Background: an optimization exercise with open tools, aiming at a short achievable clock period and few clock cycles. Do not read the settings as production practice.
Only simulation tests tie the RTL to the original design; equivalence was not proved.
Power and IR drop assume default switching activity.

==> flow/design.v <==
package mipsPkg;
  typedef logic [31:0] wordT;     
  typedef logic [4:0]  regIdxT;   
  typedef logic [5:0]  opcodeT;   
  typedef logic [5:0]  functT;    
  typedef logic [2:0]  aluCtrlT;  
  localparam opcodeT OP_RTYPE = 6'b000000;
  localparam opcodeT OP_ADDI  = 6'b001000;
  localparam opcodeT OP_LW    = 6'b100011;
  localparam opcodeT OP_SW    = 6'b101011;
  localparam opcodeT OP_BEQ   = 6'b000100;
  localparam opcodeT OP_J     = 6'b000010;
  localparam functT FN_ADD = 6'b100000;
  localparam functT FN_SUB = 6'b100010;
  localparam functT FN_AND = 6'b100100;
  localparam functT FN_OR  = 6'b100101;
  localparam functT FN_SLT = 6'b101010;
  localparam aluCtrlT ALU_ADD = 3'd0;
  localparam aluCtrlT ALU_SUB = 3'd1;
  localparam aluCtrlT ALU_AND = 3'd2;
  localparam aluCtrlT ALU_OR  = 3'd3;
  localparam aluCtrlT ALU_SLT = 3'd4;  
endpackage
module fetchUnit #(
  parameter mipsPkg::wordT resetPc = 32'h0000_0000
) (
  input  logic          clk,
  input  logic          rst_n,
  input  logic          freeze,
  input  logic          pcHold,
  input  logic          redirect,
  input  mipsPkg::wordT redirectPc,
  input  mipsPkg::wordT iRdata,
  output logic [29:0]   iAddr,
  output mipsPkg::wordT idInst,
  output mipsPkg::wordT idPcPlus4
);
  mipsPkg::wordT pc, pcPlus4, nextPc;
  assign iAddr   = pc[31:2];   
  assign pcPlus4 = pc + 32'd4;
  assign nextPc  = redirect ? redirectPc : pcPlus4;
  always_ff @(posedge clk or negedge rst_n) begin
    if (!rst_n) begin
      pc <= resetPc;
    end else if (!freeze && !pcHold) begin
      pc <= nextPc;
    end
  end
  always_ff @(posedge clk or negedge rst_n) begin
    if (!rst_n) begin
      idInst <= '0;
    end else if (!freeze) begin
      if (redirect) begin
        idInst <= '0;      
      end else if (!pcHold) begin
        idInst <= iRdata;
      end
    end
  end
  always_ff @(posedge clk) begin
    if (!freeze && !pcHold) begin
      idPcPlus4 <= pcPlus4;
    end
  end
endmodule
module regFile (
  input  logic            clk,
  input  logic            rst_n,
  input  logic            freeze,
  input  mipsPkg::regIdxT rs,
  input  mipsPkg::regIdxT rt,
  input  logic            wbWrite,
  input  mipsPkg::regIdxT wbDest,
  input  mipsPkg::wordT   wbData,
  output mipsPkg::wordT   rsData,
  output mipsPkg::wordT   rtData
);
  mipsPkg::wordT regs [1:31];  
  logic doWrite;
  assign doWrite = wbWrite && (wbDest != '0);
  always_ff @(posedge clk or negedge rst_n) begin
    if (!rst_n) begin
      for (int i = 1; i < 32; i++) begin
        regs[i] <= '0;
      end
    end else if (doWrite && !freeze) begin
      regs[wbDest] <= wbData;
    end
  end
  assign rsData = (rs == '0) ? '0 : (doWrite && wbDest == rs) ? wbData : regs[rs];
  assign rtData = (rt == '0) ? '0 : (doWrite && wbDest == rt) ? wbData : regs[rt];
endmodule
module instDecode (
  input  logic             clk,
  input  logic             rst_n,
  input  logic             freeze,
  input  mipsPkg::wordT    idInst,
  input  mipsPkg::wordT    idPcPlus4,
  input  mipsPkg::wordT    rsData,
  input  mipsPkg::wordT    rtData,
  input  mipsPkg::wordT    exResult,
  input  mipsPkg::regIdxT  exDest,
  input  logic             exRegWrite,
  input  logic             exMemRead,
  output mipsPkg::regIdxT  rs,
  output mipsPkg::regIdxT  rt,
  output logic             pcHold,
  output logic             redirect,
  output mipsPkg::wordT    redirectPc,
  output logic             regWrite,
  output logic             memRead,
  output logic             memWrite,
  output logic             aluSrc,
  output logic             regDst,
  output mipsPkg::aluCtrlT aluOp,
  output mipsPkg::regIdxT  exRs,
  output mipsPkg::regIdxT  exRt,
  output mipsPkg::regIdxT  exRd,
  output mipsPkg::wordT    exA,
  output mipsPkg::wordT    exB,
  output mipsPkg::wordT    exImm
);
  mipsPkg::opcodeT opcode;
  mipsPkg::wordT imm, cmpA, cmpB;
  mipsPkg::regIdxT memDestQ;
  logic decRegWrite, decMemRead, decMemWrite, decAluSrc, decRegDst, isBeq, isJump;
  logic memWriteQ, loadUse, branchStall, hazard;
  assign opcode = idInst[31:26];
  assign rs     = idInst[25:21];
  assign rt     = idInst[20:16];
  assign imm    = {{16{idInst[15]}}, idInst[15:0]};
  always_comb begin
    {decRegWrite, decMemRead, decMemWrite, decAluSrc, decRegDst} = '0;
    {isBeq, isJump} = '0;
    case (opcode)
      mipsPkg::OP_RTYPE: {decRegWrite, decRegDst} = 2'b11;  
      mipsPkg::OP_ADDI:  {decRegWrite, decAluSrc} = 2'b11;
      mipsPkg::OP_LW:    {decRegWrite, decMemRead, decAluSrc} = 3'b111;
      mipsPkg::OP_SW:    {decMemWrite, decAluSrc} = 2'b11;
      mipsPkg::OP_BEQ:   isBeq = 1'b1;
      mipsPkg::OP_J:     isJump = 1'b1;
      default:           ;
    endcase
  end
  assign cmpA = (exRegWrite && exDest != '0 && exDest == rs) ? exResult : rsData;
  assign cmpB = (exRegWrite && exDest != '0 && exDest == rt) ? exResult : rtData;
  assign loadUse     = exMemRead && exDest != '0 && (exDest == rs || exDest == rt);
  assign branchStall = isBeq && memWriteQ && memDestQ != '0 &&
                       (memDestQ == rs || memDestQ == rt);
  assign hazard      = loadUse || branchStall;
  assign pcHold      = hazard;
  assign redirect    = !hazard && (isJump || (isBeq && cmpA == cmpB));
  assign redirectPc  = isJump ? {idPcPlus4[31:28], idInst[25:0], 2'b00}
                              : idPcPlus4 + {imm[29:0], 2'b00};
  always_ff @(posedge clk or negedge rst_n) begin
    if (!rst_n) begin
      memWriteQ <= 1'b0;
    end else if (!freeze) begin
      memWriteQ <= exRegWrite;
    end
  end
  always_ff @(posedge clk) begin
    if (!freeze) begin
      memDestQ <= exDest;
      {exRs, exRt, exRd} <= {rs, rt, idInst[15:11]};
      {exA, exB, exImm} <= {rsData, rtData, imm};
    end
  end
  always_ff @(posedge clk or negedge rst_n) begin
    if (!rst_n) begin
      {regWrite, memRead, memWrite, aluSrc, regDst} <= '0;
      aluOp <= mipsPkg::ALU_ADD;
    end else if (!freeze) begin
      if (hazard) begin
        {regWrite, memRead, memWrite, aluSrc, regDst} <= '0;
      end else begin
        {regWrite, memRead, memWrite} <= {decRegWrite, decMemRead, decMemWrite};
        {aluSrc, regDst} <= {decAluSrc, decRegDst};
      end
      aluOp <= mipsPkg::ALU_ADD;  
    end
  end
endmodule
module executeStage (
  input  logic             clk,
  input  logic             rst_n,
  input  logic             freeze,
  input  logic             regWrite,
  input  logic             memRead,
  input  logic             memWrite,
  input  logic             aluSrc,
  input  logic             regDst,
  input  mipsPkg::aluCtrlT aluOp,
  input  mipsPkg::regIdxT  exRs,
  input  mipsPkg::regIdxT  exRt,
  input  mipsPkg::regIdxT  exRd,
  input  mipsPkg::wordT    exA,
  input  mipsPkg::wordT    exB,
  input  mipsPkg::wordT    exImm,
  input  logic             wbWrite,
  input  mipsPkg::regIdxT  wbDest,
  input  mipsPkg::wordT    wbData,
  output mipsPkg::wordT    exResult,
  output mipsPkg::regIdxT  exDest,
  output logic             exRegWrite,
  output logic             exMemRead,
  output logic             memMemRead,
  output logic             memMemWrite,
  output logic             memRegWrite,
  output mipsPkg::wordT    memAddr,
  output mipsPkg::wordT    memWdata,
  output mipsPkg::regIdxT  memDest
);
  mipsPkg::wordT fwdA, fwdB, opB;
  mipsPkg::aluCtrlT aluCtrl;
  logic memHitA, memHitB;
  assign memHitA = memRegWrite && memDest != '0 && memDest == exRs;
  assign memHitB = memRegWrite && memDest != '0 && memDest == exRt;
  assign fwdA = memHitA ? memAddr :
                (wbWrite && wbDest != '0 && wbDest == exRs) ? wbData : exA;
  assign fwdB = memHitB ? memAddr :
                (wbWrite && wbDest != '0 && wbDest == exRt) ? wbData : exB;
  assign opB  = aluSrc ? exImm : fwdB;
  always_comb begin
    aluCtrl = aluOp;
    if (regDst) begin          
      case (exImm[5:0])
        mipsPkg::FN_SUB: aluCtrl = mipsPkg::ALU_SUB;
        mipsPkg::FN_AND: aluCtrl = mipsPkg::ALU_AND;
        mipsPkg::FN_OR:  aluCtrl = mipsPkg::ALU_OR;
        mipsPkg::FN_SLT: aluCtrl = mipsPkg::ALU_SLT;
        mipsPkg::FN_ADD: aluCtrl = mipsPkg::ALU_ADD;
        default:         aluCtrl = mipsPkg::ALU_ADD;
      endcase
    end
  end
  always_comb begin
    case (aluCtrl)
      mipsPkg::ALU_SUB: exResult = fwdA - opB;
      mipsPkg::ALU_AND: exResult = fwdA & opB;
      mipsPkg::ALU_OR:  exResult = fwdA | opB;
      mipsPkg::ALU_SLT: exResult = {31'd0, $signed(fwdA) < $signed(opB)};
      default:          exResult = fwdA + opB;
    endcase
  end
  assign exDest     = regDst ? exRd : exRt;
  assign exRegWrite = regWrite;
  assign exMemRead  = memRead;   
  always_ff @(posedge clk or negedge rst_n) begin
    if (!rst_n) begin
      {memMemRead, memMemWrite, memRegWrite} <= '0;
    end else if (!freeze) begin
      {memMemRead, memMemWrite, memRegWrite} <= {memRead, memWrite, regWrite};
    end
  end
  always_ff @(posedge clk) begin
    if (!freeze) begin
      memAddr  <= exResult;
      memWdata <= fwdB;       
      memDest  <= exDest;
    end
  end
endmodule
module resultStage (
  input  logic            clk,
  input  logic            rst_n,
  input  logic            freeze,
  input  logic            memMemRead,
  input  logic            memRegWrite,
  input  mipsPkg::wordT   memAddr,
  input  mipsPkg::regIdxT memDest,
  input  mipsPkg::wordT   dRdata,
  output logic            wbWrite,
  output mipsPkg::regIdxT wbDest,
  output mipsPkg::wordT   wbData
);
  mipsPkg::wordT wbAlu, wbLoad;
  logic wbIsLoad;
  always_ff @(posedge clk or negedge rst_n) begin
    if (!rst_n) begin
      {wbWrite, wbIsLoad} <= '0;
    end else if (!freeze) begin
      {wbWrite, wbIsLoad} <= {memRegWrite, memMemRead};
    end
  end
  always_ff @(posedge clk) begin
    if (!freeze) begin
      wbDest <= memDest;
      wbAlu  <= memAddr;
      wbLoad <= dRdata;   
    end
  end
  assign wbData = wbIsLoad ? wbLoad : wbAlu;
endmodule
module mipsCore #(
  parameter mipsPkg::wordT resetPc = 32'h0000_0000
) (
  input  logic          clk,
  input  logic          rst_n,
  output logic          iRen,
  output logic [29:0]   iAddr,
  input  mipsPkg::wordT iRdata,
  input  logic          iStall,
  output logic          dRen,
  output logic          dWen,
  output logic [29:0]   dAddr,
  output mipsPkg::wordT dWdata,
  input  mipsPkg::wordT dRdata,
  input  logic          dStall
);
  logic freeze, pcHold, redirect;
  logic regWrite, memRead, memWrite, aluSrc, regDst;
  logic exRegWrite, exMemRead, memMemRead, memMemWrite, memRegWrite, wbWrite;
  mipsPkg::aluCtrlT aluOp;
  mipsPkg::regIdxT rs, rt, exRs, exRt, exRd, exDest, memDest, wbDest;
  mipsPkg::wordT redirectPc, idInst, idPcPlus4, rsData, rtData;
  mipsPkg::wordT exA, exB, exImm, exResult, memAddr, memWdata, wbData;
  assign freeze = iStall | dStall;  
  assign iRen   = 1'b1;
  assign dWen   = memMemWrite & ~iStall;
  assign dRen   = memMemRead;
  assign dAddr  = memAddr[31:2];
  assign dWdata = memWdata;
  fetchUnit #(.resetPc(resetPc)) uFetch (
    .clk(clk), .rst_n(rst_n), .freeze(freeze), .pcHold(pcHold),
    .redirect(redirect), .redirectPc(redirectPc), .iRdata(iRdata),
    .iAddr(iAddr), .idInst(idInst), .idPcPlus4(idPcPlus4)
  );
  regFile uRegs (
    .clk(clk), .rst_n(rst_n), .freeze(freeze), .rs(rs), .rt(rt),
    .wbWrite(wbWrite), .wbDest(wbDest), .wbData(wbData),
    .rsData(rsData), .rtData(rtData)
  );
  instDecode uDecode (
    .clk(clk), .rst_n(rst_n), .freeze(freeze), .idInst(idInst), .idPcPlus4(idPcPlus4),
    .rsData(rsData), .rtData(rtData), .exResult(exResult), .exDest(exDest),
    .exRegWrite(exRegWrite), .exMemRead(exMemRead), .rs(rs), .rt(rt),
    .pcHold(pcHold), .redirect(redirect), .redirectPc(redirectPc),
    .regWrite(regWrite), .memRead(memRead), .memWrite(memWrite), .aluSrc(aluSrc),
    .regDst(regDst), .aluOp(aluOp), .exRs(exRs), .exRt(exRt), .exRd(exRd),
    .exA(exA), .exB(exB), .exImm(exImm)
  );
  executeStage uExecute (
    .clk(clk), .rst_n(rst_n), .freeze(freeze), .regWrite(regWrite), .memRead(memRead),
    .memWrite(memWrite), .aluSrc(aluSrc), .regDst(regDst), .aluOp(aluOp),
    .exRs(exRs), .exRt(exRt), .exRd(exRd), .exA(exA), .exB(exB), .exImm(exImm),
    .wbWrite(wbWrite), .wbDest(wbDest), .wbData(wbData), .exResult(exResult),
    .exDest(exDest), .exRegWrite(exRegWrite), .exMemRead(exMemRead),
    .memMemRead(memMemRead), .memMemWrite(memMemWrite), .memRegWrite(memRegWrite),
    .memAddr(memAddr), .memWdata(memWdata), .memDest(memDest)
  );
  resultStage uResult (
    .clk(clk), .rst_n(rst_n), .freeze(freeze), .memMemRead(memMemRead),
    .memRegWrite(memRegWrite), .memAddr(memAddr), .memDest(memDest), .dRdata(dRdata),
    .wbWrite(wbWrite), .wbDest(wbDest), .wbData(wbData)
  );
endmodule
==> flow/run.sh <==
#!/bin/bash
# synth_recipe.tcl (not shown) runs the flow's synth.tcl, then flattens the netlist and writes it again
# the make line also repeats each setting of config.mk as NAME=value (left out here)
make -C /OpenROAD-flow-scripts/flow DESIGN_CONFIG=/design/flow/config.mk WORK_HOME=/design/flow/orfs CLKGATE_MAP_FILE= SYNTH_SCRIPT=/design/flow/synth_recipe.tcl finish
==> flow/config.mk <==
export PLATFORM = sky130hd
export DESIGN_NAME = mipsCore
export DESIGN_NICKNAME = mipsCore
export VERILOG_FILES = /design/flow/design.v
export SDC_FILE = /design/flow/constraint.sdc
export NUM_CORES = 8
export LEC_CHECK = 0
export CAP_MARGIN = 20
export CORE_MARGIN = 2
export CORE_UTILIZATION = 40
export SLEW_MARGIN = 20
==> flow/constraint.sdc <==
create_clock -name core_clock -period 7.5 [get_ports {clk}]
set_input_delay 1.5000 -clock core_clock [delete_from_list [all_inputs] [get_ports {clk}]]
set_output_delay 1.5000 -clock core_clock [all_outputs]
set_load 0.01 [all_outputs]
==> reports/metrics.cfg <==
[synth]
synth_flop_cell = dfrtp_1
syn_avg_cell_area_um2 = 8.94
yosys.cell_types.count = 113
ys_ff_latch = 1322
synth_common_cells = dfrtp_1, nand2_1, o21ai_0
synth_top_area_frac = 0.367
synth_top_area_cell = dfrtp_1
synth_edf_count = 258
synthCells = 8119
synth-async-reset-ratio = 0.805
yosysMostFrequentCell = dfrtp_1
synthTopCellsByArea = dfrtp_1, edfxtp_1, o21ai_0, nand2_1, a22oi_1
ys_warn_count = 6
yosysSeqAreaShare = 0.474
syn_nets = 8316
netlist_area_um2 = 72600

[sta]
skew_ps = 49.7
max_slew_margin = 0.110
tightest_slew_ps = 1330
fmax_ghz = 0.141
finalSetupViolations = 0
period_share = 0.947
hold_viol = 0
slew_viol_final = 0
min_period_ps = 7110

[power_and_ir_drop]
power.leakage_uw = 0.0355
power_density_nw_per_um2 = 263
finalPower_uw = 22000
vdd_ir_drop_max_mv = 0.234

[global_route]
grt_pass1_vias = 67400
use_met3 = 0.160
grt_use_met1 = 0.501
grt-ovfl-total = 0
gr-max-usage-layer = met2
grt_util_all_layers = 0.395
antenna_found_initial = 36
grt_max_degree = 177
use_met2 = 0.547
grt_pass1_wl_um = 523000

[die]
die_x_um = 430
core_area_um2 = 181000
row_count = 156
start_util = 0.402
io_pins = 163
die_area_um2 = 185000
fp.dieH_um = 430

[clock_tree]
cts_tree = built
clk_latency_ps = 860
hold_buffers = 0
h-tree-depth = 4
cts.sinks = 1322
ctsLongestPathBuffers = 3
cts-root-buf = clkbuf_16
clkTransAtPathRegs_ps = 60
cts_buffers = 153

[worst_setup_path]
cp.arrival_ps = 7830
worstPathMaxFanout = 34
cpPeakStageDelay_ps = 660
cp_common_cell = o21ai_0
worstPathRequired_ps = 8230
critPathKind = flop to flop
crit_family = compound AO/OA/AOI/OAI gates
startpoint_type = flop
cp-end-kind = flop
path_buf_inv = 5
crit_slowest_cell = nor4_4

[place]
portBuffers = 161
place_congestion = 1.03
dp_hpwl_um = 244000

[drt]
wl_per_cell_um = 35.6
drt_wl_total_um = 376000
routed_via_density = 6.90
drc = 0
drtAntennaViolNets = 0
num_vias = 72900
dr.pass1.iters = 9
drtIter0Drc = 13800

[finish]
nets = 8237
layout-area-overhead-vs-synth_pct = 15.1
drive_gt1_frac = 0.112
final_core_util = 0.463

[hold_path]
hold_class = flop to flop

[status]
status = no timing/DRC/antenna violations

[job]
max_cap_viol_count = 0

[cell type report]
class / count / area (µm²)
fill: 17200 / 97000
multi-input combinational: 5872 / 35600
sequential: 1322 / 34400
timing repair buffer: 522 / 4710
clock buffer: 218 / 4430
tap: 2370 / 2970
clock inverter: 56 / 753
inverter: 169 / 648
antenna: 30 / 75.1
[flip-flops by register name (all words and copies together) (netlist names), 11 cells and up]
register	flops
uExecute.memWdata	32
uFetch.idPcPlus4	30
uDecode.exImm	11
uResult.wbLoad	32
uRegs.regs	992
uExecute.memAddr	32
uFetch.idInst	32
uResult.wbAlu	32
uDecode.exB	32
uDecode.exA	32
uFetch.pc	30
[per-layer routing]
layer	wire (µm)	part of all wire
met5	442	0.0012
met3	55000	0.15
met1	139000	0.37
met4	30700	0.082
met2	151000	0.40
[stage by stage]
step	setup slack [ps]	instances	TNS, ps	area, µm²	hold WS [ps]
after floorplan	948	8119	0	72600	420
after global placement	103	10300	0	78100	455
after detailed placement	-22.0	10300	-105	78100	456
after CTS	16.9	10500	0	83300	470
after global routing	-7.94	10500	-7.94	83500	509
final	394	10600	0	83600	468
[logic make-up after synthesis]
group	synth area share
other cells	0.0000517
mux	0.0147
fa+ha+maj	0.0226
simple gates	0.189
buf+inv	0.0533
xor+xnor	0.0167
flops	0.474
compound gates	0.230
[where the power goes]
part	leakage (µW)	switching (µW)	internal [µW]
Combinational	0.0161	3680	1700
Clock	0.00254	3370	4580
Sequential	0.0168	675	7970
[path summary, 6_finish.rpt]
kind	start	end	slack, ps	cells after the start
worst min register to register	uExecute.memMemWrite	uExecute.memMemWrite	470	2
min in group asynchronous	rst_n	uRegs.regs[6][20]	730	1
worst min-delay path	uExecute.memMemWrite	uExecute.memMemWrite	470	2
max in group asynchronous	rst_n	uFetch.idInst[25]	5050	3
worst max-delay path	uDecode.memDestQ[3]	uFetch.pc[10]	390	26
worst max register to register	uDecode.memDestQ[3]	uFetch.pc[10]	390	26
[layout by cell type, fill, tap and decap left out, types with 85 or more instances in the layout]
| cell type | count |
|---|---|
| a22oi_1 | 469 |
| nand4_1 | 169 |
| clkdlybuf4s50_1 | 160 |
| a2111oi_0 | 85 |
| nand2_1 | 1005 |
| clkbuf_16 | 160 |
| buf_4 | 327 |
| edfxtp_1 | 258 |
| a21oi_1 | 560 |
| nand3_1 | 302 |
| nor2_1 | 608 |
| o21ai_0 | 844 |
| xnor2_1 | 91 |
| dfrtp_1 | 1053 |
| a221oi_1 | 97 |
| and3_1 | 333 |
| inv_1 | 167 |
| ha_1 | 123 |
[worst reg2reg max path: stages, from the launching register on]
cell,delay (ps)
edfxtp_1,400
or4_1,130
o21ai_0,150
nor4_4,660
buf_4,290
buf_4,350
o21ai_0,200
o21ai_0,340
ha_2,440
a21oi_1,280
o2111ai_1,180
a21oi_1,150
o21ai_0,310
a21oi_1,280
mux2_2,360
nor4_2,460
and3_1,240
a311o_1,110
o21ai_1,70
nor4_1,330
buf_4,180
and4_4,310
buf_12,150
nor2_8,50
buf_12,180
a211o_1,250
a31oi_1,160
[what timing repair did]
action	CTS	global route
resized for setup	2	32
gates cloned	0	2
endpoints found under the hold margin	0	0
endpoints found under the setup margin	18	62
setup buffers	0	1
pin swaps	0	6
Testbench counts, summed over its fixed seeds: cycles 17,377.

## what the ideal ports hide
How much do the figures lean on ideal ports? The routed layout below was timed once more, with nothing changed but the port constraints. Step 1 (the two cells are an assumption about what drives the block):
set clk [get_ports {clk}]
set_driving_cell -lib_cell sky130_fd_sc_hd__clkbuf_16 $clk
set_driving_cell -lib_cell sky130_fd_sc_hd__buf_2 [delete_from_list [all_inputs] $clk]
Step 2 moves the port delays by t, midway between the first and last clock arrival at a register: inputs arrive t later, outputs are due t later. That takes back most of the time a late clock gives input paths. Slacks: ideal ports / drivers / drivers and shift; pairs: ideal ports / drivers.
t, ns: 0.928
slack for setup (ns): 0.394 / 0.394 / 0.394
worst setup path after step 2: register to register
worst register clock-pin slew, ns: 0.07 / 0.07
After both steps setup and hold are still met in this run. For this run, drivers alone change the setup slack by 0.000 ns; drivers and shift together by 0.000 ns.
